Background: an optimization exercise with open tools, aiming at small area, a short achievable clock period and few clock cycles per item. Do not read the settings as production practice. At most, simulation tests tie the RTL to the original design; equivalence was not proved. Function not checked in runs 6 and 7: the RTL went through the layout flow alone. Power and IR drop assume default switching activity.

==> design/flow/design.v <==
package fp_addsub_pkg;
  typedef struct packed {
    logic                 sign;
    logic [8-1:0] exp;
    logic [23-1:0] frac;
  } fp_word_t;
  typedef struct packed {
    fp_word_t a;
    fp_word_t b;
    logic     sub;    
  } fp_op_t;
  typedef struct packed {
    logic overflow;
    logic underflow;
    logic inexact;
  } fp_flags_t;
  typedef struct packed {
    fp_word_t  value;
    fp_flags_t flags;
  } fp_res_t;
  typedef enum logic [2:0] {
    IDLE,
    PRE_NORMALIZING,
    OPERATION,
    NORMALIZING,
    SHIFTING_EXPONENT,
    ROUNDING,
    RESULT,
    RELEASE
  } lane_state_t;
endpackage
module fp_addsub_top (
  input  logic        clk,
  input  logic        rst_n,
  input  logic        in_req,
  output logic        in_ack,
  input  logic [64:0] in_op,      
  output logic        out_req,
  input  logic        out_ack,
  output logic [34:0] out_res     
);
  logic req_d, acc, v2, v3, rq, ak_a, ak_b;
  logic xfer, r1v, ld2;
  logic acc_n, v2_n, v3_n, rq_n, r1v_n;
  assign xfer    = v3 & rq & out_ack;              
  assign out_req = v3 & (rq | ~out_ack);
  assign r1v     = req_d & ~acc;                   
  assign ld2     = in_req & r1v & (~v2 | xfer);    
  assign in_ack  = in_req & (ak_a | (ak_b & out_ack));
  assign acc_n = in_req & in_ack;
  assign v2_n  = ld2 | (v2 & ~xfer);
  assign v3_n  = v2 & ~xfer;
  assign rq_n  = out_req & ~out_ack;
  assign r1v_n = in_req & ~acc_n;
  always_ff @(posedge clk) begin
    if (!rst_n) begin
      req_d <= 1'b0;
      acc   <= 1'b0;
      v2    <= 1'b0;
      v3    <= 1'b0;
      rq    <= 1'b0;
      ak_a  <= 1'b0;
      ak_b  <= 1'b0;
    end else begin
      req_d <= in_req;
      acc   <= acc_n;
      v2    <= v2_n;
      v3    <= v3_n;
      rq    <= rq_n;
      ak_a  <= acc_n | (r1v_n & ~v2_n);
      ak_b  <= r1v_n & v3_n & rq_n;
    end
  end
  logic        a_s, b_s, op_sub;
  logic [7:0]  a_e, b_e;
  logic [22:0] a_f, b_f;
  logic        a_nz, b_nz, b_gt, a_ge_e, swap, s_nz;
  logic [7:0]  d_ab, d_ba, d_abm1;
  logic [4:0]  sh_ab, sh_ba;
  logic        sign_a, subx_a;
  logic [7:0]  l_e_a;
  logic [22:0] l_f_a;
  logic [23:0] s_m_a;
  logic [4:0]  sh_a;
  always_comb begin
    {a_s, a_e, a_f, b_s, b_e, b_f, op_sub} = in_op;
  end
  pfx_gt #(31) cmp_i (.a({a_e, a_f}), .b({b_e, b_f}), .gt(b_gt));
  cmp_add #(8) ed_i (.a(a_e), .b(~b_e), .s0(d_abm1), .s1(d_ab), .c1(a_ge_e));
  assign d_ba = ~d_abm1;
  always_comb begin
    a_nz   = |a_e;
    b_nz   = |b_e;
    swap   = b_gt & b_nz;
    sign_a = swap ? (b_s ^ op_sub) : a_s;
    subx_a = a_s ^ b_s ^ op_sub;
    l_e_a  = swap ? b_e : a_e;
    l_f_a  = swap ? b_f : a_f;
    s_nz   = a_nz & b_nz;
    s_m_a  = {s_nz, swap ? a_f : b_f};
    sh_ab  = (~s_nz | (|d_ab[7:5]) | (d_ab[4:0] > 5'd26)) ? 5'd27 : d_ab[4:0];
    sh_ba  = (~s_nz | (|d_ba[7:5]) | (d_ba[4:0] > 5'd26)) ? 5'd27 : d_ba[4:0];
    sh_a   = a_ge_e ? sh_ab : sh_ba;
  end
  logic        sign1, subx1;
  logic [7:0]  l_e1;
  logic [22:0] l_f1;
  logic [23:0] s_m1;
  logic [4:0]  sh1;
  always_ff @(posedge clk) begin
    sign1 <= sign_a;
    subx1 <= subx_a;
    l_e1  <= l_e_a;
    l_f1  <= l_f_a;
    s_m1  <= s_m_a;
    sh1   <= sh_a;
  end
  logic [26:0] s_sh, al;
  logic        sticky, c_b;
  logic [26:0] s_b;
  logic [27:0] sum_b;
  always_comb begin
    s_sh   = {s_m1, 3'b000} >> sh1;
    sticky = 1'b0;
    for (int j = 0; j < 24; j++) begin
      if (5'(j + 3) < sh1) sticky = sticky | s_m1[j];
    end
    al = {s_sh[26:1], s_sh[0] | (sticky & s_m1[23])};
  end
  sk_add #(27) add_i (.a({1'b1, l_f1, 3'b000}), .b(al ^ {27{subx1}}), .cin(subx1),
                      .s(s_b), .cout(c_b));
  assign sum_b = {c_b & ~subx1, s_b};
  logic        sign2, subx2;
  logic [7:0]  l_e2;
  logic [27:0] sum2;
  always_ff @(posedge clk) begin
    if (ld2) begin
      sign2 <= sign1;
      subx2 <= subx1;
      l_e2  <= l_e1;
      sum2  <= sum_b;
    end
  end
  logic        carry, zero, uf, ov, up, lost, rc, kill, g, rs, wsel;
  logic [23:0] keep;
  logic [22:0] rnd;
  logic [4:0]  lz;
  logic [31:0] lzx;
  logic [26:0] norm;
  logic [7:0]  e_f, e_w0, e_w1, e_n0, e_n1;
  logic        sign_d;
  logic [7:0]  e_d;
  logic [22:0] f_d;
  logic [2:0]  fl_d;
  logic [15:0] z1;  logic [15:0]   c1;
  logic [7:0]  z2;  logic [7:0][1:0] c2;
  logic [3:0]  z3;  logic [3:0][2:0] c3;
  logic [1:0]  z4;  logic [1:0][3:0] c4;
  always_comb begin
    lzx = {sum2[26:0], 5'b11111};
    for (int k = 0; k < 16; k++) begin
      z1[k] = ~lzx[2*k+1] & ~lzx[2*k];
      c1[k] = ~lzx[2*k+1];
    end
    for (int k = 0; k < 8; k++) begin
      z2[k] = z1[2*k+1] & z1[2*k];
      c2[k] = z1[2*k+1] ? {1'b1, c1[2*k]} : {1'b0, c1[2*k+1]};
    end
    for (int k = 0; k < 4; k++) begin
      z3[k] = z2[2*k+1] & z2[2*k];
      c3[k] = z2[2*k+1] ? {1'b1, c2[2*k]} : {1'b0, c2[2*k+1]};
    end
    for (int k = 0; k < 2; k++) begin
      z4[k] = z3[2*k+1] & z3[2*k];
      c4[k] = z3[2*k+1] ? {1'b1, c3[2*k]} : {1'b0, c3[2*k+1]};
    end
    lz = z4[1] ? {1'b1, c4[0]} : {1'b0, c4[1]};
  end
  always_comb begin
    carry = sum2[27];
    zero  = (l_e2 == 8'd0) | (sum2 == 28'd0);
    norm  = sum2[26:0];
    if (lz[4]) norm = norm << 16;
    if (lz[3]) norm = norm << 8;
    if (lz[2]) norm = norm << 4;
    if (lz[1]) norm = norm << 2;
    if (lz[0]) norm = norm << 1;
    if (carry) begin
      keep = sum2[27:4];
      g    = sum2[3];
      rs   = |sum2[2:0];
    end else if (sum2[26]) begin
      keep = sum2[26:3];
      g    = sum2[2];
      rs   = |sum2[1:0];
    end else begin
      keep = sum2[25:2];
      g    = sum2[1];
      rs   = sum2[0];
    end
    up   = g & (rs | keep[0]);
    lost = g | rs;
    rc   = up & (&keep);
    wsel = carry | sum2[26] | sum2[25];
  end
  bk_add #(23) rnd_i (.a(keep[22:0]), .b(23'd0), .cin(up), .s(rnd), .cout());
  cmp_add #(8) ew_i (.a(l_e2), .b(carry ? 8'h01 : {8{~sum2[26]}}), .s0(e_w0), .s1(e_w1), .c1());
  cmp_add #(8) en_i (.a(l_e2), .b({3'b111, ~lz[4:1], 1'b1}), .s0(e_n0), .s1(e_n1), .c1());
  assign e_f = wsel ? (rc ? e_w1 : e_w0) : (lz[0] ? e_n0 : e_n1);
  always_comb begin
    if (carry)          ov = (l_e2 >= 8'd254) | ((l_e2 == 8'd253) & rc);
    else if (sum2[26])  ov = (l_e2 == 8'd255) | ((l_e2 == 8'd254) & rc);
    else if (sum2[25])  ov = (l_e2 == 8'd255) & rc;
    else                ov = 1'b0;
    uf   = ~zero & ~carry & (l_e2[7:5] == 3'd0) & (l_e2[4:0] <= lz);
    kill = uf | ov;
    sign_d = zero ? (sign2 & ~subx2) : sign2;
    e_d    = ov ? 8'hff : ((zero | uf) ? 8'd0 : e_f);
    f_d    = (kill | zero) ? 23'd0 : (wsel ? rnd : norm[25:3]);
    fl_d   = {ov, uf, (lost & ~zero) | kill};
  end
  logic        sign3;
  logic [7:0]  e3;
  logic [22:0] f3;
  logic [2:0]  fl3;
  always_ff @(posedge clk) begin
    sign3 <= sign_d;
    e3    <= e_d;
    f3    <= f_d;
    fl3   <= fl_d;
  end
  assign out_res = {sign3, e3, f3, fl3};
endmodule
module bk_add #(parameter int N = 8) (
  input  logic [N-1:0] a,
  input  logic [N-1:0] b,
  input  logic         cin,
  output logic [N-1:0] s,
  output logic         cout
);
  logic [N-1:0] p, gg, pp;
  always_comb begin
    p     = a ^ b;
    gg    = a & b;
    pp    = p;
    gg[0] = gg[0] | (p[0] & cin);
    for (int l = 0; (1 << l) < N; l++) begin
      for (int i = (2 << l) - 1; i < N; i += (2 << l)) begin
        gg[i] = gg[i] | (pp[i] & gg[i - (1 << l)]);
        pp[i] = pp[i] & pp[i - (1 << l)];
      end
    end
    for (int l = 30; l >= 0; l--) begin
      if ((2 << l) <= N) begin
        for (int i = 3 * (1 << l) - 1; i < N; i += (2 << l)) begin
          gg[i] = gg[i] | (pp[i] & gg[i - (1 << l)]);
          pp[i] = pp[i] & pp[i - (1 << l)];
        end
      end
    end
    s[0] = p[0] ^ cin;
    for (int i = 1; i < N; i++) s[i] = p[i] ^ gg[i - 1];
    cout = gg[N - 1];
  end
endmodule
module sk_add #(parameter int N = 8) (
  input  logic [N-1:0] a,
  input  logic [N-1:0] b,
  input  logic         cin,
  output logic [N-1:0] s,
  output logic         cout
);
  logic [N-1:0] p, gg, pp;
  always_comb begin
    p     = a ^ b;
    gg    = a & b;
    pp    = p;
    gg[0] = gg[0] | (p[0] & cin);
    for (int l = 0; (1 << l) < N; l++) begin
      for (int i = 0; i < N; i++) begin
        if ((i & (1 << l)) != 0) begin
          gg[i] = gg[i] | (pp[i] & gg[(i & ~((1 << l) - 1)) - 1]);
          pp[i] = pp[i] & pp[(i & ~((1 << l) - 1)) - 1];
        end
      end
    end
    s[0] = p[0] ^ cin;
    for (int i = 1; i < N; i++) s[i] = p[i] ^ gg[i - 1];
    cout = gg[N - 1];
  end
endmodule
module ks_add #(parameter int N = 8) (
  input  logic [N-1:0] a,
  input  logic [N-1:0] b,
  input  logic         cin,
  output logic [N-1:0] s,
  output logic         cout
);
  logic [N-1:0] p, gg, pp, gn, pn;
  always_comb begin
    p     = a ^ b;
    gg    = a & b;
    pp    = p;
    gg[0] = gg[0] | (p[0] & cin);
    for (int l = 0; (1 << l) < N; l++) begin
      gn = gg;
      pn = pp;
      for (int i = (1 << l); i < N; i++) begin
        gn[i] = gg[i] | (pp[i] & gg[i - (1 << l)]);
        pn[i] = pp[i] & pp[i - (1 << l)];
      end
      gg = gn;
      pp = pn;
    end
    s[0] = p[0] ^ cin;
    for (int i = 1; i < N; i++) s[i] = p[i] ^ gg[i - 1];
    cout = gg[N - 1];
  end
endmodule
module cmp_add #(parameter int N = 8) (
  input  logic [N-1:0] a,
  input  logic [N-1:0] b,
  output logic [N-1:0] s0,
  output logic [N-1:0] s1,
  output logic         c1
);
  logic [N-1:0] p, gg, pp, gn, pn;
  always_comb begin
    p  = a ^ b;
    gg = a & b;
    pp = p;
    for (int l = 0; (1 << l) < N; l++) begin
      gn = gg;
      pn = pp;
      for (int i = (1 << l); i < N; i++) begin
        gn[i] = gg[i] | (pp[i] & gg[i - (1 << l)]);
        pn[i] = pp[i] & pp[i - (1 << l)];
      end
      gg = gn;
      pp = pn;
    end
    s0[0] = p[0];
    s1[0] = ~p[0];
    for (int i = 1; i < N; i++) begin
      s0[i] = p[i] ^ gg[i - 1];
      s1[i] = p[i] ^ (gg[i - 1] | pp[i - 1]);
    end
    c1 = gg[N - 1] | pp[N - 1];
  end
endmodule
module pfx_gt #(parameter int N = 8) (
  input  logic [N-1:0] a,
  input  logic [N-1:0] b,
  output logic         gt
);
  logic [N-1:0] gg, tt;
  always_comb begin
    gg = b & ~a;
    tt = b | ~a;
    for (int l = 0; (1 << l) < N; l++) begin
      for (int k = 0; 2 * k < ((N + (1 << l) - 1) >> l); k++) begin
        if (2 * k + 1 < ((N + (1 << l) - 1) >> l)) begin
          gg[k] = gg[2 * k + 1] | (tt[2 * k + 1] & gg[2 * k]);
          tt[k] = tt[2 * k + 1] & tt[2 * k];
        end else begin
          gg[k] = gg[2 * k];
          tt[k] = tt[2 * k];
        end
      end
    end
    gt = gg[0];
  end
endmodule
==> design/flow/flow/run.sh <==
#!/bin/bash
set -e
echo 'export BUFFER_PORTS_ARGS = -buffer_cell sky130_fd_sc_hd__buf_1' >> config.mk
bash standard.sh > standard.log 2>&1
==> design/flow/standard.sh <==
#!/bin/bash
# synth_recipe.tcl (not shown) runs the flow's synth.tcl, then flattens the netlist and writes it again
# the make line also repeats each setting of config.mk as NAME=value (left out here)
make -C /OpenROAD-flow-scripts/flow DESIGN_CONFIG=/design/flow/config.mk WORK_HOME=/design/flow/orfs CLKGATE_MAP_FILE= SYNTH_SCRIPT=/design/flow/synth_recipe.tcl "${@:-finish}"
==> design/flow/config.mk <==
export PLATFORM = sky130hd
export DESIGN_NAME = fp_addsub_top
export DESIGN_NICKNAME = fp_addsub_top
export VERILOG_FILES = /design/flow/design.v
export SDC_FILE = /design/flow/constraint.sdc
export NUM_CORES = 4
export LEC_CHECK = 0
export ABC_AREA = 1
export CAP_MARGIN = 20
export CORE_MARGIN = 2
export CORE_UTILIZATION = 40
export CTS_BUF_LIST = sky130_fd_sc_hd__clkbuf_8
export SETUP_SLACK_MARGIN = 3.6
export SLEW_MARGIN = 20
export TNS_END_PERCENT = 0
export BUFFER_PORTS_ARGS = -buffer_cell sky130_fd_sc_hd__buf_1
==> design/flow/constraint.sdc <==
create_clock -name core_clock -period 6.5 [get_ports {clk}]
set_input_delay 1.3000 -clock core_clock [delete_from_list [all_inputs] [get_ports {clk}]]
set_output_delay 1.3000 -clock core_clock [all_outputs]
set_load 0.01 [all_outputs]
==> impl_metrics.py, run 1 <==
metrics = {
    "run_status": {
        "status": "no timing/DRC/antenna violations",
    },
    "place": {
        "place_area_mm2": 0.01246,
        "hpwlAfterDp_um": 26280,
        "io_buffers": 105,
        "gp_congestion": 0.9337,
    },
    "sta": {
        "worst_slew_pin_slew_ns": 0.9547,
        "hold_viol_final": 0,
        "rsz0062_at_grt": "yes",
        "max_freq_mhz": 299.8,
        "slew_violations": 0,
        "skew_ns": 0.01627,
        "slew_headroom_pct": 36.20,
        "finalCritPeriodShare_pct": 51.31,
        "post-route-min-period_ns": 3.335,
        "tns_ns": 0,
        "setup_viol": 0,
    },
    "clocking": {
        "cts_tree": "yes",
        "clk_latency_ns": 0.49,
        "clock-root-buffer": "clkbuf_8",
        "postCtsHoldBufs": 0,
        "cts.path.max_buffers": 2,
        "clock_sinks": 142,
        "numCtsBuffers": 17,
        "htreeDepth": 4,
        "clk_pin_slew_ns": 0.10,
    },
    "worst_setup_path": {
        "start_kind": "flop",
        "cp_max_fo": 7,
        "arrival_ns": 3.57,
        "path_cells": "buf_6, nor2_1, a21oi_2, inv_1, o21ai_0, o21ai_2, nor2_1, xor2_1, ha_1, a21o_1, a21oi_2, o21bai_2, a21boi_2, o21bai_2, a211oi_2, a21oi_1",
        "critical_path_class": "reg -> reg",
        "slowest_delay_ns": 0.42,
        "critPathCaptureType": "flop",
        "worst-path-buf-inv": 2,
        "cp_data_required_time_ns": 6.73,
        "cp_top_family": "compound AO/OA/AOI/OAI gates",
        "cp_slowest_cell": "dfxtp_4",
    },
    "job": {
        "cap_violations": 0,
    },
    "synthesis": {
        "yosysSeqAreaShare_pct": 27.21,
        "ys_ff_latch": 142,
        "synth_edf_count": 38,
        "netlist_area_mm2": 0.01185,
        "syn_nets": 1925,
        "yosys_warnings": 16,
        "async_flop_share_pct": 0,
        "synth_area_per_cell_um2": 6.648,
        "ys.flop_type": "dfxtp_1",
        "netlist_instances": 1782,
        "synth_cell_types": 65,
    },
    "floorplanning": {
        "rows": 63,
        "start_util_pct": 40.29,
        "die_x_um": 176.1,
        "die_area_mm2": 0.03101,
        "die-height_um": 176.1,
        "core-area_mm2": 0.02940,
        "pin_count": 106,
    },
    "cells_and_area": {
        "multi_input_area_mm2": 0.007825,
        "final_layout_size_suffix_gt1_share_pct": 13.12,
        "design_area_mm2": 0.01370,
        "layout_commonest_cell": "nand2_1",
        "areaGrowthSynthToFinish_pct": 15.66,
        "num-nets-final": 2035,
        "mostFrequentLayoutCells": "nand2_1, inv_1, nand3_1",
        "antenna_cells": 0,
        "regArea_mm2": 0.003241,
        "fill_cells": 3059,
    },
    "pwr": {
        "powerDensity_mw_per_mm2": 236.3,
        "p_leak_nw": 6.350,
        "vdd_drop_max_uv": 142.6,
    },
    "global_routing": {
        "grt_pass1_wl_um": 57770,
        "grt_util_all_layers_pct": 23.08,
        "first_global_vias": 11520,
        "grt_max_degree": 74,
        "antenna_found_initial": 0,
        "overflow": 0,
    },
    "worst_hold_path": {
        "hp-class": "reg -> reg",
    },
    "drt": {
        "routed_wl_um": 35470,
        "num_vias": 12230,
        "wire_per_inst_um": 15.45,
        "first_iter_violations": 949,
        "first_pass_iters": 5,
        "avgViaCountPerCell": 5.330,
        "drc_errors": 0,
        "drtAntennaViolNets": 0,
    },
}
[power breakdown]
part | leakage, nW | switching [mW] | internal, mW
sequential | 1.22 | 0.0880 | 1.05
clock | 0.205 | 0.431 | 0.324
combinational | 4.92 | 0.838 | 0.503
[sequential cells by signal (all words and copies together) (netlist names), 3 cells and up]
register / flops
s_m1: 24
l_e2: 8
f3: 23
fl3: 3
sum2: 28
sh1: 5
l_f1: 23
e3: 8
l_e1: 8
[final timing paths]
path | startpoint | endpoint | slack (ns) | depth (start not counted)
min reg2reg | l_e1[4]$_DFF_P_ | l_e2[4]$_DFFE_PP_ | 0.41 | 0
min | l_e1[4]$_DFF_P_ | l_e2[4]$_DFFE_PP_ | 0.41 | 0
max reg2reg | sh1[0]$_DFF_P_ | sum2[27]$_DFFE_PP_ | 3.16 | 16
max | sh1[0]$_DFF_P_ | sum2[27]$_DFFE_PP_ | 3.16 | 16
[area by class of cell]
type | instances | area share [%]
clock buffers | 17 | 1.708
repair buffers | 151 | 5.972
inverters | 223 | 6.675
flip-flops and latches | 142 | 23.65
well taps | 390 | 3.561
multi-input cells | 1356 | 57.11
clock inverters | 15 | 1.260
repair inverters | 1 | 0.06392
[through the flow]
step                      std cells  total power, mW  util [%]  hold WS (ns)  setup WS [ns]
after floorplan                1782            2.037         -        0.3855          3.098
after global placement         2220            2.311     42.39        0.3886          2.012
after detailed placement       2220            2.326     42.39        0.3895          1.991
after CTS                      2283            3.198     45.90        0.4126          3.207
after global routing           2295            3.480     46.60        0.4177          2.944
final                          2295            3.238     46.60        0.4124          3.165
[worst reg2reg max path, delay by kind of cell, from the launching register on]
kind	cells	cell delay, ns
xor+xnor	1	0.15
fa+ha+maj	1	0.27
compound gates	10	1.76
buf+inv	2	0.26
simple gates	2	0.21
flops	1	0.42
[cells by family after synthesis]
family	share of synthesized area, %
multiplexers	0.5915
AND/OR/NAND/NOR	31.73
buffers and inverters	10.18
AO/OA/AOI/OAI	18.54
flip-flops	27.21
adder cells (fa/ha/maj)	8.133
XOR/XNOR	3.623
[timing repair]
action                                 4_1_cts  5_1_grt
setup endpoints to repair                  124      120
resized for setup                          101       46
cloned                                       5        2
pin swaps                                   21       19
buffers inserted                            26       10
endpoints found under the hold margin        0        0
[synth_stat cells, drive strengths merged (3+ instances only)]
| master | number | area [um^2] |
|---|---|---|
| a211oi | 6 | 45.04 |
| a21boi | 4 | 30.03 |
| a21o | 5 | 37.54 |
| a21oi | 110 | 569.3 |
| a221oi | 3 | 26.28 |
| a22o | 3 | 26.28 |
| a22oi | 5 | 37.54 |
| a31oi | 6 | 37.54 |
| buf | 39 | 271.5 |
| clkbuf | 24 | 90.09 |
| dfxtp | 104 | 2082 |
| edfxtp | 38 | 1141 |
| fa | 5 | 100.1 |
| ha | 69 | 863.3 |
| inv | 223 | 844.6 |
| mux2i | 7 | 70.07 |
| nand2 | 494 | 1914 |
| nand3 | 156 | 798.3 |
| nand3b | 6 | 45.04 |
| nand4 | 15 | 108.9 |
| nor2 | 153 | 678.1 |
| nor3 | 20 | 100.1 |
| nor4 | 5 | 31.28 |
| o2111ai | 3 | 26.28 |
| o211ai | 19 | 147.6 |
| o21a | 5 | 37.54 |
| o21ai | 139 | 695.7 |
| o21bai | 5 | 37.54 |
| o221ai | 25 | 269.0 |
| o22ai | 12 | 75.07 |
| o31ai | 6 | 45.04 |
| or2 | 9 | 56.31 |
| xnor2 | 6 | 52.55 |
| xor2 | 43 | 376.6 |
[layer usage]
layer / vias up / wire, um / global-route usage [%]
met2: 405 / 16540 / 39.54
li1: 6166 / - / -
met4: 0 / 1324 / 8.815
met1: 5566 / 15700 / 29.49
met3: 96 / 1902 / 3.079
met5: - / 0 / 0
Testbench counts, summed over its fixed seeds: cycles 9,608, items 3,200.
==> inputs of run 2 (changes only) <==
--- a/design/flow/config.mk
+++ b/design/flow/config.mk
@@ -14,3 +14,3 @@
 export SLEW_MARGIN = 20
-export TNS_END_PERCENT = 0
+export TNS_END_PERCENT = 20
 export BUFFER_PORTS_ARGS = -buffer_cell sky130_fd_sc_hd__buf_1
==> run 2 against run 1 <==
Against the previous run:
- routed wire length grew 8.4%
- still clean
- largest cell class unchanged
- sequential power is essentially flat
- register-to-register slack lost 0.14 ns
- die area is the same
- hold slack lost 0.0023 ns
- combinational power grew about 20%
- global-route usage grew 0.49 points
==> impl_metrics.py, run 2 <==
metrics = {
    "drt": {
        "drtAntennaViolNets": 0,
        "routed_wl_um": 38440,
        "first_pass_iters": 5,
        "drc_errors": 0,
        "wire_per_inst_um": 16.14,
        "first_iter_violations": 998,
        "avgViaCountPerCell": 5.354,
        "num_vias": 12750,
    },
    "place": {
        "place_area_mm2": 0.01246,
        "dpl.cell_count": 2220,
        "pre_cts_ws_ns": 2.035,
        "hpwlAfterDp_um": 26390,
        "io_buffers": 105,
        "gp_congestion": 0.9457,
    },
    "worst_hold_path": {
        "hold_start": "sign1$_DFF_P_",
        "hp-class": "reg -> reg",
        "hold_path_depth": 0,
        "min_to": "sign2$_DFFE_PP_",
    },
    "sta": {
        "rsz0062_at_grt": "yes",
        "skew_ns": 0.02187,
        "slew_headroom_pct": 34.65,
        "max_freq_mhz": 287.8,
        "setup_viol": 0,
        "post-route-min-period_ns": 3.475,
        "slew_violations": 0,
        "worst_slew_pin_slew_ns": 0.9780,
        "finalCritPeriodShare_pct": 53.46,
        "hold_viol_final": 0,
        "setup_slack_ns": 3.025,
        "tns_ns": 0,
        "fin_hold_ws_ns": 0.4101,
    },
    "cells_and_area": {
        "areaGrowthSynthToFinish_pct": 26.89,
        "reg_top3": "sum2 x28, s_m1 x24",
        "largest_reg_flops": 28,
        "largest-register": "sum2",
        "fin_util_pct": 51.13,
        "layout_commonest_cell": "nand2_1",
        "num-nets-final": 2122,
        "design_area_mm2": 0.01503,
        "mostFrequentLayoutCells": "nand2_1, inv_1, nand3_1",
        "final_layout_size_suffix_gt1_share_pct": 21.03,
        "fill_cells": 2916,
        "antenna_cells": 0,
        "stdcell_count": 2382,
    },
    "floorplanning": {
        "die_x_um": 176.1,
        "core-area_mm2": 0.02940,
        "rows": 63,
        "die_area_mm2": 0.03101,
        "pin_count": 106,
        "start_util_pct": 40.29,
        "die-height_um": 176.1,
    },
    "synthesis": {
        "yosysSeqAreaShare_pct": 27.21,
        "netlist_area_mm2": 0.01185,
        "netlist_instances": 1782,
        "synth_most_common_cell": "nand2_1",
        "synth_edf_count": 38,
        "ys_ff_latch": 142,
        "synthTopCellsByCount": "nand2_1, inv_1, nand3_1, nor2_1, o21ai_0",
        "netlist.area_leader.share_pct": 17.57,
        "synth_cell_types": 65,
        "syn_nets": 1925,
        "synth_area_per_cell_um2": 6.648,
        "synth_area_leaders": "dfxtp_1, nand2_1, edfxtp_1",
        "ys.flop_type": "dfxtp_1",
        "yosysTopAreaCell": "dfxtp_1",
        "async_flop_share_pct": 0,
        "yosys_warnings": 16,
    },
    "global_routing": {
        "grt_max_degree": 39,
        "antenna_found_initial": 0,
        "grt_pass1_wl_um": 58670,
        "overflow": 0,
        "grt_util_all_layers_pct": 23.57,
        "first_global_vias": 11480,
    },
    "worst_setup_path": {
        "reg2reg_depth": 21,
        "cp_max_fo": 22,
        "slowest_delay_ns": 0.39,
        "arrival_ns": 3.71,
        "r2r_end": "sum2[17]$_DFFE_PP_",
        "cp_top_family": "compound AO/OA/AOI/OAI gates",
        "worst-path-buf-inv": 4,
        "cp_data_required_time_ns": 6.73,
        "cp_slowest_cell": "dfxtp_4",
        "r2r-start": "sh1[0]$_DFF_P_",
        "rrSetupSlack_ns": 3.02,
        "path_cells": "buf_12, clkinv_8, nand2_1, nand2_1, nor2_1, a31oi_1, nand2_1, nand2_2, nand2_1, nand3_1, xor2_1, inv_1, ha_2, a21oi_4, o21ai_2, a21oi_2, inv_2, a211oi_4, nand2_4, fa_2, xor2_1",
        "critical_path_class": "reg -> reg",
        "start_kind": "flop",
        "path_common_cell": "nand2_1",
        "critPathCaptureType": "flop",
    },
    "pwr": {
        "switchingPower_mw": 1.444,
        "sequentialPowerShare_pct": 32.4,
        "intPower_mw": 2.072,
        "p_clk_share_pct": 21.7,
        "p_sw_share_pct": 41.08,
        "powerDensity_mw_per_mm2": 233.9,
        "p_comb_share_pct": 45.9,
        "total_power_mw": 3.516,
        "vdd_drop_max_uv": 145.4,
        "p_leak_nw": 6.944,
    },
    "clocking": {
        "clk_latency_ns": 0.48,
        "postCtsHoldBufs": 0,
        "cts.path.max_buffers": 2,
        "htreeDepth": 4,
        "clk_pin_slew_ns": 0.09,
        "numCtsBuffers": 17,
        "cts_tree": "yes",
        "clock_sinks": 142,
        "clock-root-buffer": "clkbuf_8",
    },
    "job": {
        "cap_violations": 0,
    },
    "run_status": {
        "status": "no timing/DRC/antenna violations",
    },
}
run 2: cell counts after synthesis:
No cell type changed its count.
run 2: logic make-up after synthesis:
family	after synthesis	share of synthesized area [%]
DFF	142	27.21
adders and majority gates	74	8.133
and+or+nand+nor	862	31.73
buffers and inverters	286	10.18
xor gates and xnor gates	49	3.623
muxes	7	0.5915
AOI/OAI and AO/OA	362	18.54
run 2: worst register-to-register path: stages, from the launching register on:
cell,delay (ns)
dfxtp_4,0.39
buf_12,0.14
clkinv_8,0.10
nand2_1,0.08
nand2_1,0.07
nor2_1,0.04
a31oi_1,0.24
nand2_1,0.12
nand2_2,0.10
nand2_1,0.08
nand3_1,0.09
xor2_1,0.15
inv_1,0.08
ha_2,0.19
a21oi_4,0.17
o21ai_2,0.08
a21oi_2,0.22
inv_2,0.09
a211oi_4,0.24
nand2_4,0.09
fa_2,0.34
xor2_1,0.16
run 2: how the worst max path moves through the flow:
stage / start / endpoint / slack (ns) / cells after the start
floorplan: sh1[0]$_DFF_P_ / sum2[17]$_DFFE_PP_ / 3.10 / 22
global placement: sh1[3]$_DFF_P_ / sum2[16]$_DFFE_PP_ / 2.00 / 21
detailed placement: sh1[3]$_DFF_P_ / sum2[16]$_DFFE_PP_ / 2.04 / 21
CTS: sh1[0]$_DFF_P_ / sum2[16]$_DFFE_PP_ / 3.18 / 21
global route: sh1[0]$_DFF_P_ / sum2[17]$_DFFE_PP_ / 2.86 / 21
finish: sh1[0]$_DFF_P_ / sum2[17]$_DFFE_PP_ / 3.02 / 21
run 2: metal layers:
layer  part of all wire (%)  GRT usage, %
met3                    5.8         3.445
met2                     48         40.47
met5                      0             0
met1                     43         30.21
met4                    3.5         8.127
run 2: area by class of cell:
type                       instances  area, um^2  area share (%)
multi-input combinational       1360        8312           55.29
tap                              390       488.0           3.246
timing repair inverter             3       23.77          0.1581
inverter                         223       932.1           6.201
sequential                       142        3243           21.57
clock inverter                    14       152.6           1.015
clock buffer                      18       247.7           1.648
timing repair buffer             232        1633           10.86
run 2: power by group through the flow:
stage,clock (mW),combinational (mW),sequential (mW)
2_1_floorplan,0,0.902,1.14
3_3_place_gp,0,1.14,1.17
3_5_place_dp,0,1.16,1.17
4_1_cts,0.778,1.36,1.14
5_1_grt,0.814,1.79,1.15
6_report,0.762,1.61,1.14
run 2: repair_timing:
action	4_1_cts	5_1_grt
pin swaps	32	65
buffers inserted	45	67
resized for setup	132	176
endpoints found under the hold margin	0	0
cloned	11	7
setup endpoints to repair	124	120
==> inputs of run 3 (changes only) <==
--- a/design/flow/config.mk
+++ b/design/flow/config.mk
@@ -14,3 +14,3 @@
 export SLEW_MARGIN = 20
-export TNS_END_PERCENT = 20
+export TNS_END_PERCENT = 5
 export BUFFER_PORTS_ARGS = -buffer_cell sky130_fd_sc_hd__buf_1
==> run 3 against run 2 <==
Against the previous run:
- still clean on timing, DRC and antenna
- power fell by 6.8%
- hold slack barely moved
- routed wire length fell by 7.5%
- maximum frequency rose by 2.2%
- critical path type unchanged
- critical endpoint unchanged
==> impl_metrics.py, run 3 <==
metrics = {
    "pwr": {
        "p_leak_nw": 6.396,
        "powerDensity_mw_per_mm2": 237.6,
        "vdd_drop_max_uv": 142.1,
    },
    "sta": {
        "fin_hold_ws_ns": 0.4096,
        "worst_slew_pin_slew_ns": 0.9781,
        "rsz0062_at_grt": "yes",
        "tns_ns": 0,
        "post-route-min-period_ns": 3.399,
        "hold_viol_final": 0,
        "setup_viol": 0,
        "slew_headroom_pct": 34.64,
        "skew_ns": 0.01886,
        "finalCritPeriodShare_pct": 52.29,
        "setup_slack_ns": 3.101,
        "slew_violations": 0,
        "max_freq_mhz": 294.2,
    },
    "synthesis": {
        "synth_edf_count": 38,
        "synthTopCellsByCount": "nand2_1, inv_1, nand3_1, nor2_1, o21ai_0",
        "syn_nets": 1925,
        "synth_cell_types": 65,
        "synth_area_leaders": "dfxtp_1, nand2_1, edfxtp_1",
        "netlist.area_leader.share_pct": 17.57,
        "synth_area_per_cell_um2": 6.648,
        "netlist_instances": 1782,
        "async_flop_share_pct": 0,
        "yosys_warnings": 16,
        "ys.flop_type": "dfxtp_1",
        "synth_most_common_cell": "nand2_1",
        "yosysTopAreaCell": "dfxtp_1",
        "netlist_area_mm2": 0.01185,
        "yosysSeqAreaShare_pct": 27.21,
        "ys_ff_latch": 142,
    },
    "global_routing": {
        "first_global_vias": 11240,
        "grt_util_all_layers_pct": 22.71,
        "overflow": 0,
        "grt_max_degree": 70,
        "grt_pass1_wl_um": 56680,
        "antenna_found_initial": 0,
    },
    "run_status": {
        "status": "no timing/DRC/antenna violations",
    },
    "clocking": {
        "cts.path.max_buffers": 2,
        "clk_latency_ns": 0.47,
        "clk_pin_slew_ns": 0.09,
        "numCtsBuffers": 17,
        "cts_tree": "yes",
        "postCtsHoldBufs": 0,
        "htreeDepth": 4,
        "clock_sinks": 142,
        "clock-root-buffer": "clkbuf_8",
    },
    "worst_setup_path": {
        "cp_data_required_time_ns": 6.73,
        "critical_path_class": "reg -> reg",
        "arrival_ns": 3.63,
        "cp_top_family": "compound AO/OA/AOI/OAI gates",
        "path_cells": "buf_6, mux2i_2, nand2_1, o21ai_2, mux2i_1, nand2_1, nand3_2, xor2_1, inv_1, ha_4, a21oi_4, o21ai_1, a21oi_2, inv_2, a211oi_4, nand2_4, fa_2, xor2_1",
        "critPathCaptureType": "flop",
        "cp_max_fo": 6,
        "cp_slowest_cell": "dfxtp_4",
        "worst-path-buf-inv": 3,
        "start_kind": "flop",
        "slowest_delay_ns": 0.46,
    },
    "job": {
        "cap_violations": 0,
    },
    "cells_and_area": {
        "antenna_cells": 0,
        "design_area_mm2": 0.01379,
        "final_layout_size_suffix_gt1_share_pct": 13.63,
        "largest-register": "sum2",
        "mostFrequentLayoutCells": "nand2_1, inv_1, nand3_1",
        "areaGrowthSynthToFinish_pct": 16.45,
        "num-nets-final": 2045,
        "fill_cells": 3071,
        "largest_reg_flops": 28,
        "layout_commonest_cell": "nand2_1",
        "reg_top3": "sum2 x28, s_m1 x24",
    },
    "floorplanning": {
        "start_util_pct": 40.29,
        "die-height_um": 176.1,
        "pin_count": 106,
        "core-area_mm2": 0.02940,
        "die_area_mm2": 0.03101,
        "die_x_um": 176.1,
        "rows": 63,
    },
    "drt": {
        "first_pass_iters": 6,
        "num_vias": 12210,
        "wire_per_inst_um": 15.42,
        "drtAntennaViolNets": 0,
        "first_iter_violations": 781,
        "routed_wl_um": 35540,
        "avgViaCountPerCell": 5.298,
        "drc_errors": 0,
    },
    "place": {
        "io_buffers": 105,
        "pre_cts_ws_ns": 2.035,
        "hpwlAfterDp_um": 26390,
        "gp_congestion": 0.9457,
        "place_area_mm2": 0.01246,
    },
    "worst_hold_path": {
        "hp-class": "reg -> reg",
    },
}
## run 3: cell counts after synthesis
Identical to the previous run, type by type.
## run 3: path summary, 6_finish.rpt
check / startpoint / end / slack [ns] / depth (start not counted)
hold reg to reg: sign1$_DFF_P_ / sign2$_DFFE_PP_ / 0.41 / 0
hold / removal: sign1$_DFF_P_ / sign2$_DFFE_PP_ / 0.41 / 0
setup / recovery: sh1[0]$_DFF_P_ / sum2[17]$_DFFE_PP_ / 3.10 / 18
setup reg to reg: sh1[0]$_DFF_P_ / sum2[17]$_DFFE_PP_ / 3.10 / 18
## run 3: layer usage
metal  vias up  global-route usage, %  share of wire, %
met4         0                  7.989               3.4
met3        89                  3.316               5.7
li1       6180                      -                 -
met5         -                      0                 0
met2       427                  38.94                47
met1      5515                  29.07                44
## run 3: stage by stage
| stage | std cells | utilization (%) | total power, mW |
|---|---|---|---|
| 2_1_floorplan | 1782 | - | 2.037 |
| 3_3_place_gp | 2220 | 42.39 | 2.311 |
| 3_5_place_dp | 2220 | 42.39 | 2.325 |
| 4_1_cts | 2287 | 45.84 | 3.209 |
| 5_1_grt | 2305 | 46.92 | 3.517 |
| 6_report | 2305 | 46.92 | 3.278 |
## run 3: power by group
part	total, mW	internal, mW	switching, mW
Combinational	1.38	0.525	0.850
Clock	0.758	0.358	0.400
Sequential	1.15	1.05	0.0910
## run 3: area by class of cell
cell class | instances | area [um^2] | area share (%)
clock inverters | 14 | 152.6 | 1.107
well taps | 390 | 488.0 | 3.537
multi-input cells | 1356 | 7855 | 56.94
flip-flops and latches | 142 | 3243 | 23.51
inverters | 223 | 909.6 | 6.594
clock buffers | 18 | 247.7 | 1.796
repair buffers | 162 | 898.4 | 6.512
## run 3: cell families after synthesis
family          after synthesis  synth area share [%]
simple gates                862                 31.73
compound gates              362                 18.54
buf+inv                     286                 10.18
flops                       142                 27.21
fa+ha+maj                    74                 8.133
xor+xnor                     49                 3.623
mux                           7                0.5915
## run 3: timing repair
action,4_1_cts,5_1_grt
resized for setup,107,50
cloned,3,2
setup endpoints to repair,124,120
setup buffers,32,16
pin swaps,27,28
==> inputs of run 4 (changes only) <==
--- a/design/flow/config.mk
+++ b/design/flow/config.mk
@@ -12,2 +12,3 @@
 export CTS_BUF_LIST = sky130_fd_sc_hd__clkbuf_8
+export PLACE_DENSITY = 0.75
 export SETUP_SLACK_MARGIN = 3.6
==> run 4 against run 3 <==
Against the previous run:
- sequential power about the same
- clock-buffer cell count down 1
- critical path depth unchanged
- flip-flop and latch count unchanged
- clock power up 8.4%
- via count up 6.5%
- global-route usage about the same
- power up 6.1%
- setup slack worse by 0.14 ns
- clock skew up 0.00088 ns
- still clean
==> impl_metrics.py, run 4 <==
metrics = {
    "global_routing": {
        "grt_max_degree": 110,
        "grt_util_all_layers_pct": 22.68,
        "overflow": 0,
        "grt_pass1_wl_um": 56970,
        "first_global_vias": 11550,
        "antenna_found_initial": 0,
    },
    "drt": {
        "wire_per_inst_um": 15.92,
        "routed_wl_um": 37720,
        "drtAntennaViolNets": 0,
        "num_vias": 13010,
        "route.met3.wl_um": 2764,
        "drc_errors": 0,
        "first_iter_violations": 1302,
        "top_layer_used": "met4",
        "dr_wl_met2_um": 17820,
        "drt-met1-wl_um": 15580,
        "first_pass_iters": 8,
        "avgViaCountPerCell": 5.489,
    },
    "cells_and_area": {
        "largest_reg_flops": 28,
        "final_layout_size_suffix_gt1_share_pct": 19.29,
        "largest-register": "sum2",
        "design_area_mm2": 0.01474,
        "fin_util_pct": 50.13,
        "areaGrowthSynthToFinish_pct": 24.42,
        "reg_top3": "sum2 x28, s_m1 x24",
        "mostFrequentLayoutCells": "nand2_1, inv_1, nand3_1",
        "antenna_cells": 0,
        "num-nets-final": 2110,
        "layout_commonest_cell": "nand2_1",
    },
    "place": {
        "io_buffers": 105,
        "gp_congestion": 0.9899,
        "hpwlAfterDp_um": 25800,
        "place_area_mm2": 0.01246,
        "pre_cts_ws_ns": 2.074,
    },
    "clocking": {
        "clock-root-buffer": "clkbuf_8",
        "numCtsBuffers": 17,
        "cts_tree": "yes",
        "clk_pin_slew_ns": 0.10,
        "clk_latency_ns": 0.48,
        "htreeDepth": 4,
        "cts.path.max_buffers": 2,
        "clock_sinks": 142,
        "postCtsHoldBufs": 0,
    },
    "sta": {
        "post-route-min-period_ns": 3.539,
        "slew_violations": 0,
        "rsz0062_at_grt": "yes",
        "hold_viol_final": 0,
        "slew_headroom_pct": 35.03,
        "finalCritPeriodShare_pct": 54.45,
        "skew_ns": 0.01974,
        "tns_ns": 0,
        "max_freq_mhz": 282.6,
        "worst_slew_pin_slew_ns": 0.9722,
        "setup_slack_ns": 2.961,
        "setup_viol": 0,
    },
    "pwr": {
        "p_comb_share_pct": 43.4,
        "sequentialPowerShare_pct": 33.0,
        "switchingPower_mw": 1.406,
        "p_sw_share_pct": 40.42,
        "intPower_mw": 2.073,
        "p_leak_nw": 6.804,
        "p_clk_share_pct": 23.6,
        "powerDensity_mw_per_mm2": 236.1,
        "vdd_drop_max_uv": 126.7,
        "total_power_mw": 3.479,
    },
    "synthesis": {
        "netlist_instances": 1782,
        "yosysSeqAreaShare_pct": 27.21,
        "synth_area_per_cell_um2": 6.648,
        "synth_cell_types": 65,
        "synth_edf_count": 38,
        "syn_nets": 1925,
        "yosysTopAreaCell": "dfxtp_1",
        "synth_most_common_cell": "nand2_1",
        "netlist.area_leader.share_pct": 17.57,
        "synth_area_leaders": "dfxtp_1, nand2_1, edfxtp_1",
        "yosys_warnings": 16,
        "async_flop_share_pct": 0,
        "ys.flop_type": "dfxtp_1",
        "ys_ff_latch": 142,
        "netlist_area_mm2": 0.01185,
        "synthTopCellsByCount": "nand2_1, inv_1, nand3_1, nor2_1, o21ai_0",
    },
    "floorplanning": {
        "rows": 63,
        "die_area_mm2": 0.03101,
        "die-height_um": 176.1,
        "core-area_mm2": 0.02940,
        "pin_count": 106,
        "start_util_pct": 40.29,
        "die_x_um": 176.1,
    },
    "worst_setup_path": {
        "path_cells": "buf_12, buf_12, nand2_2, o21ai_4, nand2_2, o21ai_4, o22ai_4, a221oi_2, xor2_1, ha_1, a21oi_2, nor2_1, a211oi_2, nand2_4, nand2_2, nand2_2, fa_2, xor2_1",
        "cp_slowest_cell": "fa_2",
        "cp_max_fo": 7,
        "arrival_ns": 3.78,
        "r2r_end": "sum2[17]$_DFFE_PP_",
        "rrSetupSlack_ns": 2.96,
        "critical_path_class": "reg -> reg",
        "r2r-start": "sh1[0]$_DFF_P_",
        "reg2reg_depth": 18,
        "path_common_cell": "nand2_2",
        "start_kind": "flop",
        "slowest_delay_ns": 0.39,
        "critPathCaptureType": "flop",
        "cp_data_required_time_ns": 6.74,
    },
    "worst_hold_path": {
        "hold_start": "l_e1[4]$_DFF_P_",
        "hold_path_depth": 0,
        "hp-class": "reg -> reg",
        "min_to": "l_e2[4]$_DFFE_PP_",
    },
    "job": {
        "cap_violations": 0,
    },
    "run_status": {
        "status": "no timing/DRC/antenna violations",
    },
}
## run 4: cell counts after synthesis
Identical to the previous run, type by type.
## run 4: power by group through the flow
stage	clock, mW	sequential [mW]	combinational (mW)
3_3_place_gp	0	1.17	1.13
5_1_grt	0.871	1.16	1.67
3_5_place_dp	0	1.17	1.15
6_report	0.822	1.15	1.51
2_1_floorplan	0	1.14	0.902
4_1_cts	0.837	1.15	1.29
## run 4: cell type report
cell class / count / area [um^2]
timing repair buffer: 224 / 1428
clock inverter: 15 / 207.7
timing repair inverter: 3 / 28.78
inverter: 223 / 953.4
fill: 2835 / 14660
sequential: 142 / 3243
multi-input combinational: 1356 / 8157
clock buffer: 17 / 234.0
tap: 390 / 488.0
## run 4: through the flow
step                cells  hold WS, ns
global route         2370       0.4152
finish               2370       0.4043
CTS                  2292       0.4044
global placement     2219       0.3888
detailed placement   2219       0.3887
floorplan            1782       0.3855
## run 4: kinds of logic after synthesis
kind of cell	synth area share, %
and+or+nand+nor	31.73
adders and majority gates	8.133
muxes	0.5915
buffers and inverters	10.18
AOI/OAI and AO/OA	18.54
DFF	27.21
xor gates and xnor gates	3.623
## run 4: worst max-delay path by stage
stage | to | start | cells past startpoint
2_1_floorplan | sum2[17]$_DFFE_PP_ | sh1[0]$_DFF_P_ | 22
3_3_place_gp | sum2[16]$_DFFE_PP_ | sh1[3]$_DFF_P_ | 21
3_5_place_dp | sum2[16]$_DFFE_PP_ | sh1[3]$_DFF_P_ | 21
4_1_cts | sum2[16]$_DFFE_PP_ | sh1[0]$_DFF_P_ | 22
5_1_grt | sum2[17]$_DFFE_PP_ | sh1[0]$_DFF_P_ | 17
6_report | sum2[17]$_DFFE_PP_ | sh1[0]$_DFF_P_ | 18
## run 4: worst max-delay path: cells and delay by family (launching register included)
family | cells | cell delay (ns)
and+or+nand+nor | 6 | 0.55
adders and majority gates | 2 | 0.67
xor gates and xnor gates | 2 | 0.33
buffers and inverters | 2 | 0.28
DFF | 1 | 0.38
AOI/OAI and AO/OA | 6 | 1.06
## run 4: repair_timing
action	CTS	global route
setup buffers	38	72
setup endpoints to repair	124	160
gates cloned	3	6
pin swaps	18	57
resized for setup	106	146
## run 4: metal layers
layer | track usage, % | vias to the layer above
met1 | 28.44 | 5888
met2 | 38.92 | 657
met4 | 8.643 | 0
met3 | 3.854 | 143
li1 | - | 6322
met5 | 0 | -
==> inputs of run 5 (changes only) <==
--- a/design/flow/config.mk
+++ b/design/flow/config.mk
@@ -12,3 +12,3 @@
 export CTS_BUF_LIST = sky130_fd_sc_hd__clkbuf_8
-export PLACE_DENSITY = 0.75
+export GPL_ROUTABILITY_DRIVEN = 0
 export SETUP_SLACK_MARGIN = 3.6
==> run 5 against run 4 <==
Against the previous run:
- non-clock buffer count increased by 16
- clock power decreased by 14%
- register-to-register slack improved by 0.07 ns
- maximum frequency increased by 1.9%
- largest power group unchanged
- still clean on timing, DRC and antenna
==> impl_metrics.py, run 5 <==
metrics = {
    "worst_setup_path": {
        "r2r_end": "sum2[16]$_DFFE_PP_",
        "crit_end": "sum2[16]$_DFFE_PP_",
        "cp_slowest_cell": "fa_2",
        "path_cells": "buf_8, buf_4, buf_16, nor2_4, a211oi_2, a21oi_1, o21ai_1, o32ai_2, o2111ai_1, nor2_1, nand2_1, a21oi_2, ha_2, ha_4, nand2_1, inv_1, nand3_1, nand2_2, nand2_1, nand2_2, nand2_2, nand2_4, fa_2",
        "critical_path_class": "reg -> reg",
        "reg2reg_depth": 23,
        "critPathCaptureType": "flop",
        "arrival_ns": 3.71,
        "r2r-start": "sh1[0]$_DFF_P_",
        "cp_max_fo": 8,
        "start_kind": "flop",
        "cp-startpoint": "sh1[0]$_DFF_P_",
        "rrSetupSlack_ns": 3.03,
        "slowest_delay_ns": 0.43,
        "cp_data_required_time_ns": 6.74,
    },
    "sta": {
        "fin_hold_ws_ns": 0.4038,
        "worst_slew_pin_slew_ns": 0.9619,
        "skew_ns": 0.02464,
        "slew_violations": 0,
        "rsz0062_at_grt": "yes",
        "setup_viol": 0,
        "post-route-min-period_ns": 3.472,
        "tns_ns": 0,
        "hold_viol_final": 0,
        "slew_headroom_pct": 35.72,
        "setup_slack_ns": 3.028,
        "finalCritPeriodShare_pct": 53.42,
        "max_freq_mhz": 288.0,
    },
    "place": {
        "io_buffers": 105,
        "hpwlAfterDp_um": 25660,
        "pre_cts_ws_ns": 2.090,
        "dpl.cell_count": 2220,
    },
    "synthesis": {
        "ys_ff_latch": 142,
        "yosysTopAreaCell": "dfxtp_1",
        "syn_nets": 1925,
        "synth_edf_count": 38,
        "yosysSeqAreaShare_pct": 27.21,
        "synthTopCellsByCount": "nand2_1, inv_1, nand3_1, nor2_1, o21ai_0",
        "synth_area_leaders": "dfxtp_1, nand2_1, edfxtp_1",
        "netlist.area_leader.share_pct": 17.57,
        "synth_most_common_cell": "nand2_1",
        "yosys_warnings": 16,
        "async_flop_share_pct": 0,
        "netlist_area_mm2": 0.01185,
        "netlist_instances": 1782,
        "ys.flop_type": "dfxtp_1",
        "synth_cell_types": 65,
        "synth_area_per_cell_um2": 6.648,
    },
    "pwr": {
        "p_leak_nw": 6.908,
        "p_clk_share_pct": 20.8,
        "p_sw_share_pct": 42.16,
        "p_comb_share_pct": 45.8,
        "intPower_mw": 1.977,
        "sequentialPowerShare_pct": 33.4,
        "powerDensity_mw_per_mm2": 226.0,
        "vdd_drop_max_uv": 170.9,
        "switchingPower_mw": 1.441,
    },
    "cells_and_area": {
        "final_layout_size_suffix_gt1_share_pct": 21.94,
        "largest_reg_flops": 28,
        "stdcell_count": 2386,
        "antenna_cells": 0,
        "largest-register": "sum2",
        "num-nets-final": 2126,
        "reg_top3": "sum2 x28, s_m1 x24",
        "mostFrequentLayoutCells": "nand2_1, inv_1, nand3_1",
        "areaGrowthSynthToFinish_pct": 27.66,
        "layout_commonest_cell": "nand2_1",
    },
    "drt": {
        "drtAntennaViolNets": 0,
        "routed_wl_um": 37140,
        "num_vias": 12870,
        "first_pass_iters": 8,
        "first_iter_violations": 1089,
        "drc_errors": 0,
        "wire_per_inst_um": 15.56,
        "avgViaCountPerCell": 5.394,
    },
    "run_status": {
        "status": "no timing/DRC/antenna violations",
    },
    "global_routing": {
        "grt_busiest_layer": "met2",
        "grt.met3_usage_pct": 3.295,
        "grt_util_all_layers_pct": 22.57,
        "first_global_vias": 11560,
        "grt_util_met1_pct": 28.95,
        "antenna_found_initial": 0,
        "global_route.usage.met2_pct": 38.22,
        "grt_max_degree": 70,
        "overflow": 0,
        "grt_pass1_wl_um": 57060,
    },
    "clocking": {
        "cts.path.max_buffers": 2,
        "clock-root-buffer": "clkbuf_8",
        "cts_tree": "yes",
        "clk_pin_slew_ns": 0.10,
        "numCtsBuffers": 17,
        "clk_latency_ns": 0.50,
        "htreeDepth": 4,
        "postCtsHoldBufs": 0,
        "clock_sinks": 142,
    },
    "floorplanning": {
        "die_x_um": 176.1,
        "die-height_um": 176.1,
        "pin_count": 106,
        "core-area_mm2": 0.02940,
        "die_area_mm2": 0.03101,
        "start_util_pct": 40.29,
        "rows": 63,
    },
    "job": {
        "cap_violations": 0,
    },
    "worst_hold_path": {
        "hp-class": "reg -> reg",
    },
}
==> run 5: cell count changes in the layout (fill, tap and decap cells not counted), sizes merged, moves of 2 or more <==
cell / change
buf: +14
clkinv: +3
clkinvlp: -2
bufinv: -3
clkbuf: +3
==> run 5: stage by stage <==
stage / util, % / cell area, um^2 / power (mW)
2_1_floorplan: - / 11910 / 2.037
3_3_place_gp: 42.39 / 12460 / 2.305
3_5_place_dp: 42.39 / 12460 / 2.321
4_1_cts: 46.70 / 13730 / 3.236
5_1_grt: 51.44 / 15120 / 3.658
6_report: 51.44 / 15120 / 3.418
==> run 5: repair_timing <==
| action | CTS | global route |
|---|---|---|
| buffers inserted | 50 | 74 |
| pin swaps | 26 | 44 |
| gates resized for setup | 127 | 192 |
| setup endpoints to repair | 124 | 122 |
| gates cloned | 3 | 7 |
==> run 5: logic make-up after synthesis <==
logic type / Yosys count / synth area share [%]
adders and majority gates: 74 / 8.133
AOI/OAI and AO/OA: 362 / 18.54
DFF: 142 / 27.21
and+or+nand+nor: 862 / 31.73
buffers and inverters: 286 / 10.18
muxes: 7 / 0.5915
xor gates and xnor gates: 49 / 3.623
==> run 5: worst min path at each step <==
stage                          startpoint  slack (ns)  cells after the start           endpoint
after CTS                 l_e1[5]$_DFF_P_        0.40                      0  l_e2[5]$_DFFE_PP_
final                     l_e1[5]$_DFF_P_        0.40                      0  l_e2[5]$_DFFE_PP_
after global placement      sign1$_DFF_P_        0.39                      0    sign2$_DFFE_PP_
after global routing      l_e1[5]$_DFF_P_        0.43                      0  l_e2[5]$_DFFE_PP_
after floorplan           l_e1[0]$_DFF_P_        0.39                      0  l_e2[0]$_DFFE_PP_
after detailed placement  l_e1[5]$_DFF_P_        0.39                      0  l_e2[5]$_DFFE_PP_
==> run 5: critical path: cells and delay by family, from the launching register on <==
family | cells | cell delay (ns)
simple gates | 10 | 0.82
fa+ha+maj | 3 | 0.77
buf+inv | 4 | 0.49
flops | 1 | 0.39
compound gates | 6 | 0.78
==> run 5: metal layers <==
metal / wire length (um) / vias to the layer above
li1: - / 6358
met1: 15830 / 5845
met2: 17520 / 539
met3: 2296 / 127
met4: 1495 / 0
met5: 0 / -
==> run 5: final cells by class <==
cell class / count / area [um^2]
fillers: 2805 / 14280
multi-input cells: 1357 / 8403
flip-flops and latches: 142 / 3234
repair buffers: 240 / 1632
inverters: 223 / 965.9
well taps: 390 / 488.0
clock buffers: 17 / 234.0
clock inverters: 15 / 148.9
repair inverters: 2 / 17.52
==> run 5: power by group through the flow <==
stage / registers [mW] / logic (mW) / clock network, mW
floorplan: 1.14 / 0.902 / 0
global placement: 1.17 / 1.14 / 0
detailed placement: 1.17 / 1.16 / 0
CTS: 1.14 / 1.36 / 0.731
global route: 1.15 / 1.74 / 0.765
finish: 1.14 / 1.57 / 0.711
==> inputs of run 6 (changes only) <==
--- a/design/flow/design.v
+++ b/design/flow/design.v
@@ -96,3 +96,3 @@
     subx_a = a_s ^ b_s ^ op_sub;
-    l_e_a  = swap ? b_e : a_e;
+    l_e_a  = a_ge_e ? a_e : b_e;                
     l_f_a  = swap ? b_f : a_f;
--- a/design/flow/config.mk
+++ b/design/flow/config.mk
@@ -12,3 +12,2 @@
 export CTS_BUF_LIST = sky130_fd_sc_hd__clkbuf_8
-export GPL_ROUTABILITY_DRIVEN = 0
 export SETUP_SLACK_MARGIN = 3.6
==> run 6 against run 5 <==
Against the previous run:
- still clean
- largest power group unchanged
- maximum frequency shrank 1.3%
- final area decreased by 2.7%
- critical path type unchanged
- critical endpoint is now sum2[17]$_DFFE_PP_
- global-route usage up 0.34 points
- register-to-register slack worse by 0.05 ns
==> impl_metrics.py, run 6 <==
metrics = {
    "sta": {
        "skew_ns": 0.01778,
        "finalCritPeriodShare_pct": 54.12,
        "rsz0062_at_grt": "yes",
        "setup_viol": 0,
        "worst_slew_pin_slew_ns": 0.9633,
        "setup_slack_ns": 2.982,
        "slew_headroom_pct": 35.63,
        "max_freq_mhz": 284.3,
        "hold_viol_final": 0,
        "post-route-min-period_ns": 3.518,
        "slew_violations": 0,
        "tns_ns": 0,
    },
    "floorplanning": {
        "start_util_pct": 40.30,
        "die-height_um": 176.1,
        "core-area_mm2": 0.02940,
        "die_area_mm2": 0.03102,
        "rows": 63,
        "die_x_um": 176.1,
        "pin_count": 106,
    },
    "worst_setup_path": {
        "cp_max_fo": 5,
        "slowest_delay_ns": 0.38,
        "cp_data_required_time_ns": 6.74,
        "start_kind": "flop",
        "reg2reg_depth": 15,
        "path_common_cell": "xor2_1",
        "cp.depth": 15,
        "critPathCaptureType": "flop",
        "cp_slowest_cell": "dfxtp_4",
        "worst-path-buf-inv": 3,
        "cp_top_family": "compound AO/OA/AOI/OAI gates",
        "path_cells": "buf_12, nand2_1, o21ai_4, o21ai_0, mux2i_1, buf_4, a22o_1, xor2_1, ha_1, a21oi_1, inv_1, a211oi_2, nand2_4, fa_2, xor2_1",
        "arrival_ns": 3.76,
        "critical_path_class": "reg -> reg",
    },
    "synthesis": {
        "netlist_area_mm2": 0.01185,
        "yosysTopAreaCell": "dfxtp_1",
        "syn_nets": 1911,
        "synth_most_common_cell": "nand2_1",
        "yosysSeqAreaShare_pct": 27.20,
        "synth_area_leaders": "dfxtp_1, nand2_1, edfxtp_1",
        "async_flop_share_pct": 0,
        "synthTopCellsByCount": "nand2_1, inv_1, nand3_1, o21ai_0, nor2_1",
        "yosys_warnings": 16,
        "synth_cell_types": 66,
        "netlist.area_leader.share_pct": 17.57,
        "netlist_instances": 1768,
        "synth_area_per_cell_um2": 6.703,
        "ys_ff_latch": 142,
        "ys.flop_type": "dfxtp_1",
        "synth_edf_count": 38,
    },
    "global_routing": {
        "antenna_found_initial": 0,
        "grt_pass1_wl_um": 57120,
        "overflow": 0,
        "grt_util_all_layers_pct": 22.91,
        "first_global_vias": 11240,
        "grt_max_degree": 53,
    },
    "cells_and_area": {
        "design_area_mm2": 0.01472,
        "layout_commonest_cell": "nand2_1",
        "stdcell_count": 2341,
        "areaGrowthSynthToFinish_pct": 24.22,
        "num-nets-final": 2081,
        "mostFrequentLayoutCells": "nand2_1, inv_1, nand3_1",
        "largest_reg_flops": 28,
        "reg_top3": "sum2 x28, s_m1 x24",
        "antenna_cells": 0,
        "final_layout_size_suffix_gt1_share_pct": 19.32,
        "largest-register": "sum2",
    },
    "drt": {
        "top_layer_used": "met4",
        "dr_wl_met2_um": 17430,
        "first_pass_iters": 6,
        "avgViaCountPerCell": 5.286,
        "route.met3.wl_um": 1715,
        "routed_wl_um": 36510,
        "wire_per_inst_um": 15.60,
        "num_vias": 12370,
        "drt-met1-wl_um": 15960,
        "drtAntennaViolNets": 0,
        "first_iter_violations": 966,
        "drc_errors": 0,
    },
    "place": {
        "dpl.cell_count": 2214,
        "hpwlAfterDp_um": 26250,
        "place_area_mm2": 0.01255,
        "io_buffers": 105,
        "gp_congestion": 0.9420,
        "pre_cts_ws_ns": 2.016,
    },
    "clocking": {
        "cts.path.max_buffers": 2,
        "clk_pin_slew_ns": 0.10,
        "numCtsBuffers": 17,
        "clock_sinks": 142,
        "clk_latency_ns": 0.48,
        "cts_tree": "yes",
        "clock-root-buffer": "clkbuf_8",
        "htreeDepth": 4,
    },
    "job": {
        "cap_violations": 0,
    },
    "pwr": {
        "powerDensity_mw_per_mm2": 245.7,
        "p_leak_nw": 6.844,
        "vdd_drop_max_uv": 132.4,
    },
    "worst_hold_path": {
        "hold_path_depth": 0,
        "hp-class": "reg -> reg",
    },
    "run_status": {
        "status": "no timing/DRC/antenna violations",
    },
}
run 6: cell count changes after synthesis, moves of 6 or more:
cell	before	now
nand2_1	478	467
o21ai_1	15	5
clkbuf_1	24	33
o21ai_0	124	133
o221ai_2	8	17
inv_1	206	214
nand3_1	154	162
o221ai_1	17	9
buf_2	19	12
inv_2	16	10
run 6: worst reg2reg max path, delay by kind of cell, from the launching register on:
| kind | cells | cell delay [ns] |
|---|---|---|
| DFF | 1 | 0.38 |
| buffers and inverters | 3 | 0.42 |
| and+or+nand+nor | 2 | 0.25 |
| AOI/OAI and AO/OA | 5 | 1.07 |
| muxes | 1 | 0.12 |
| adders and majority gates | 2 | 0.72 |
| xor gates and xnor gates | 2 | 0.31 |
run 6: repair_timing:
item / in CTS / in global routing
hold endpoints to repair: 0 / 0
buffers inserted: 26 / 55
hold buffers: 0 / 0
pin swaps: 18 / 50
endpoints found under the setup margin: 124 / 122
gates resized for setup: 123 / 121
gates cloned: 9 / 5
run 6: layout make-up:
type                       count  area [um^2]
fill                        2951        14680
multi-input combinational   1338         8163
sequential                   142         3241
timing repair buffer         210         1461
inverter                     227        937.1
tap                          390        488.0
clock buffer                  17        234.0
clock inverter                15        180.2
timing repair inverter         2        16.27
run 6: metrics by stage:
stage	util, %	total power [mW]	hold slack, ns
floorplan	-	2.179	0.3855
global placement	42.70	2.497	0.3883
detailed placement	42.70	2.505	0.3887
CTS	46.77	3.450	0.4019
global route	50.07	3.877	0.4240
finish	50.07	3.618	0.4009
run 6: power breakdown:
| part | switching [mW] | internal [mW] | leakage [nW] |
|---|---|---|---|
| registers | 0.0848 | 1.07 | 1.22 |
| clock network | 0.418 | 0.356 | 0.210 |
| logic | 1.01 | 0.682 | 5.41 |
| total | 1.51 | 2.10 | 6.84 |
run 6: per-layer routing:
metal  vias up  global-route usage [%]
met5         -                       0
met4         0                   9.022
li1       6246                       -
met2       407                   39.46
met1      5620                   28.97
met3       101                   3.122
run 6: logic make-up (layout without fill, tap and decap cells):
kind of cell | count (synthesis) | in the layout | synth area share (%)
XOR/XNOR | 49 | 49 | 3.622
buffers and inverters | 290 | 471 | 10.06
multiplexers | 9 | 9 | 0.7602
AND/OR/NAND/NOR | 848 | 850 | 31.44
adder cells (fa/ha/maj) | 74 | 74 | 8.130
flip-flops | 142 | 142 | 27.20
AO/OA/AOI/OAI | 356 | 356 | 18.78
run 6: path summary, 6_finish.rpt:
kind                    from            endpoint  slack, ns
max reg2reg   sh1[0]$_DFF_P_  sum2[17]$_DFFE_PP_       2.98
min reg2reg  l_e1[1]$_DFF_P_   l_e2[1]$_DFFE_PP_       0.40
min          l_e1[1]$_DFF_P_   l_e2[1]$_DFFE_PP_       0.40
max           sh1[0]$_DFF_P_  sum2[17]$_DFFE_PP_       2.98
==> inputs of run 7 (changes only) <==
--- a/design/flow/config.mk
+++ b/design/flow/config.mk
@@ -14,3 +14,3 @@
 export SLEW_MARGIN = 20
-export TNS_END_PERCENT = 5
+export TNS_END_PERCENT = 0
 export BUFFER_PORTS_ARGS = -buffer_cell sky130_fd_sc_hd__buf_1
==> run 7 against run 6 <==
Against the previous run:
- still clean on timing, DRC and antenna
- combinational power decreased by 5%
- non-clock buffer count decreased by 52
- cell count fell by 2.1%
- die area stayed put
- critical path depth rose by 7
- sequential share of layout area up 1.1 points
- power decreased by 2.5%
- clock-buffer cell count increased by 2
- synthesized area unchanged
- global-route usage barely moved
- hold slack improved by 0.0079 ns
- flip-flop and latch count is the same
- largest cell class unchanged
==> impl_metrics.py, run 7 <==
metrics = {
    "drt": {
        "first_pass_iters": 6,
        "wire_per_inst_um": 15.51,
        "avgViaCountPerCell": 5.314,
        "first_iter_violations": 860,
        "routed_wl_um": 35530,
        "drc_errors": 0,
        "drtAntennaViolNets": 0,
    },
    "worst_hold_path": {
        "hold_path_depth": 0,
        "hp-class": "reg -> reg",
        "min_to": "l_e2[7]$_DFFE_PP_",
    },
    "cells_and_area": {
        "largest_reg_flops": 28,
        "final_layout_size_suffix_gt1_share_pct": 14.83,
        "fill_cells": 3117,
        "regArea_mm2": 0.003241,
        "num-nets-final": 2031,
        "largest-register": "sum2",
        "antenna_cells": 0,
        "multi_input_area_mm2": 0.007966,
        "areaGrowthSynthToFinish_pct": 18.50,
    },
    "pwr": {
        "p_comb_share_pct": 45.3,
        "intPower_mw": 2.059,
        "p_leak_nw": 6.522,
        "p_clk_share_pct": 21.9,
        "sequentialPowerShare_pct": 32.7,
    },
    "sta": {
        "worst_slew_pin_slew_ns": 0.9547,
        "tns_ns": 0,
        "skew_ns": 0.02696,
        "post-route-min-period_ns": 3.436,
        "finalCritPeriodShare_pct": 52.86,
        "slew_headroom_pct": 36.20,
        "slew_violations": 0,
        "max_freq_mhz": 291.0,
    },
    "worst_setup_path": {
        "slowest_delay_ns": 0.41,
        "r2r-start": "sh1[3]$_DFF_P_",
        "critPathCaptureType": "flop",
        "cp_max_fo": 5,
        "reg2reg_depth": 22,
        "rrSetupSlack_ns": 3.06,
        "path_cells": "inv_4, nor2_4, buf_6, clkinvlp_4, o31ai_2, o311ai_1, o21ai_1, nand2_1, a21oi_2, a21oi_2, a211oi_2, ha_2, ha_4, nand2_1, inv_2, nand3_2, nand2_2, nand2_1, nand2_2, nand2_2, nand2_4, fa_2",
        "cp_data_required_time_ns": 6.68,
        "cp_slowest_cell": "fa_2",
        "arrival_ns": 3.62,
    },
    "synthesis": {
        "yosysSeqAreaShare_pct": 27.20,
        "synth_most_common_cell": "nand2_1",
        "netlist_area_mm2": 0.01185,
        "netlist_instances": 1768,
        "ys_ff_latch": 142,
        "synthTopCellsByCount": "nand2_1, inv_1, nand3_1, o21ai_0, nor2_1",
        "synth_area_per_cell_um2": 6.703,
        "async_flop_share_pct": 0,
        "synth_cell_types": 66,
        "syn_nets": 1911,
        "netlist.area_leader.share_pct": 17.57,
    },
    "floorplanning": {
        "die-height_um": 176.1,
        "start_util_pct": 40.30,
        "core-area_mm2": 0.02940,
        "pin_count": 106,
        "rows": 63,
        "die_x_um": 176.1,
    },
    "global_routing": {
        "grt_max_degree": 53,
        "grt_pass1_wl_um": 57470,
        "overflow": 0,
        "antenna_found_initial": 0,
    },
    "clocking": {
        "clock_sinks": 142,
        "numCtsBuffers": 17,
        "cts.path.max_buffers": 2,
        "clk_pin_slew_ns": 0.09,
    },
    "place": {
        "hpwlAfterDp_um": 26330,
        "gp_congestion": 0.9338,
    },
    "job": {
        "cap_violations": 0,
    },
    "run_status": {
        "status": "no timing/DRC/antenna violations",
    },
}
[run 7: cell counts after synthesis]
No cell type changed its count.
[run 7: logic make-up (layout without fill, tap and decap cells)]
logic type      Yosys count  after routing  synth area share [%]
compound gates          356            356                 18.78
buf+inv                 290            421                 10.06
fa+ha+maj                74             74                 8.130
simple gates            848            850                 31.44
mux                       9              9                0.7602
xor+xnor                 49             49                 3.622
flops                   142            142                 27.20
[run 7: power by group through the flow]
stage	logic, mW	clock network [mW]	registers, mW
final	1.60	0.774	1.16
after global routing	1.80	0.829	1.17
after CTS	1.49	0.795	1.16
after detailed placement	1.33	0	1.17
after global placement	1.33	0	1.17
after floorplan	1.03	0	1.15
[run 7: per-layer routing]
layer	up-vias	wire, um	track usage [%]
met5	-	0	0
met3	96	1658	2.735
met1	5539	15800	29.72
li1	6146	-	-
met2	393	16740	38.64
met4	0	1333	9.298
[run 7: how the worst max path moves through the flow]
stage,slack (ns),endpoint,cells after the start
after detailed placement,1.99,sum2[16]$_DFFE_PP_,21
after CTS,3.06,sum2[16]$_DFFE_PP_,19
after global routing,2.90,sum2[16]$_DFFE_PP_,14
final,3.06,sum2[16]$_DFFE_PP_,22
after global placement,2.01,sum2[16]$_DFFE_PP_,21
after floorplan,3.10,sum2[17]$_DFFE_PP_,19
[run 7: worst max-delay path: cells and delay by family, from the launching register on]
family	cells	cell delay, ns
buffers and inverters	4	0.36
and+or+nand+nor	9	0.71
adders and majority gates	3	0.78
DFF	1	0.38
AOI/OAI and AO/OA	6	0.90
[run 7: layout make-up]
type	instances	share of cell area (%)
Timing Repair inverter	4	0.2138
Clock inverter	13	1.087
Tap cell	390	3.475
Timing Repair Buffer	158	6.959
Inverter	227	6.594
Clock buffer	19	1.862
Sequential cell	142	23.08
Multi-Input combinational cell	1338	56.73
[run 7: metrics by stage]
step | setup slack [ns] | power, mW | utilization [%] | instance area, um^2 | hold slack (ns)
2_1_floorplan | 3.101 | 2.178 | - | 11910 | 0.3855
3_3_place_gp | 2.014 | 2.495 | 42.62 | 12530 | 0.3899
3_5_place_dp | 1.985 | 2.503 | 42.62 | 12530 | 0.3887
4_1_cts | 3.059 | 3.439 | 46.41 | 13640 | 0.4091
5_1_grt | 2.896 | 3.794 | 47.76 | 14040 | 0.4173
6_report | 3.064 | 3.529 | 47.76 | 14040 | 0.4088
[run 7: repair_timing]
| action | CTS | global route |
|---|---|---|
| cloned | 8 | 2 |
| resized for setup | 118 | 62 |
| pin swaps | 23 | 23 |
| buffers inserted | 19 | 19 |
| setup endpoints to repair | 124 | 122 |
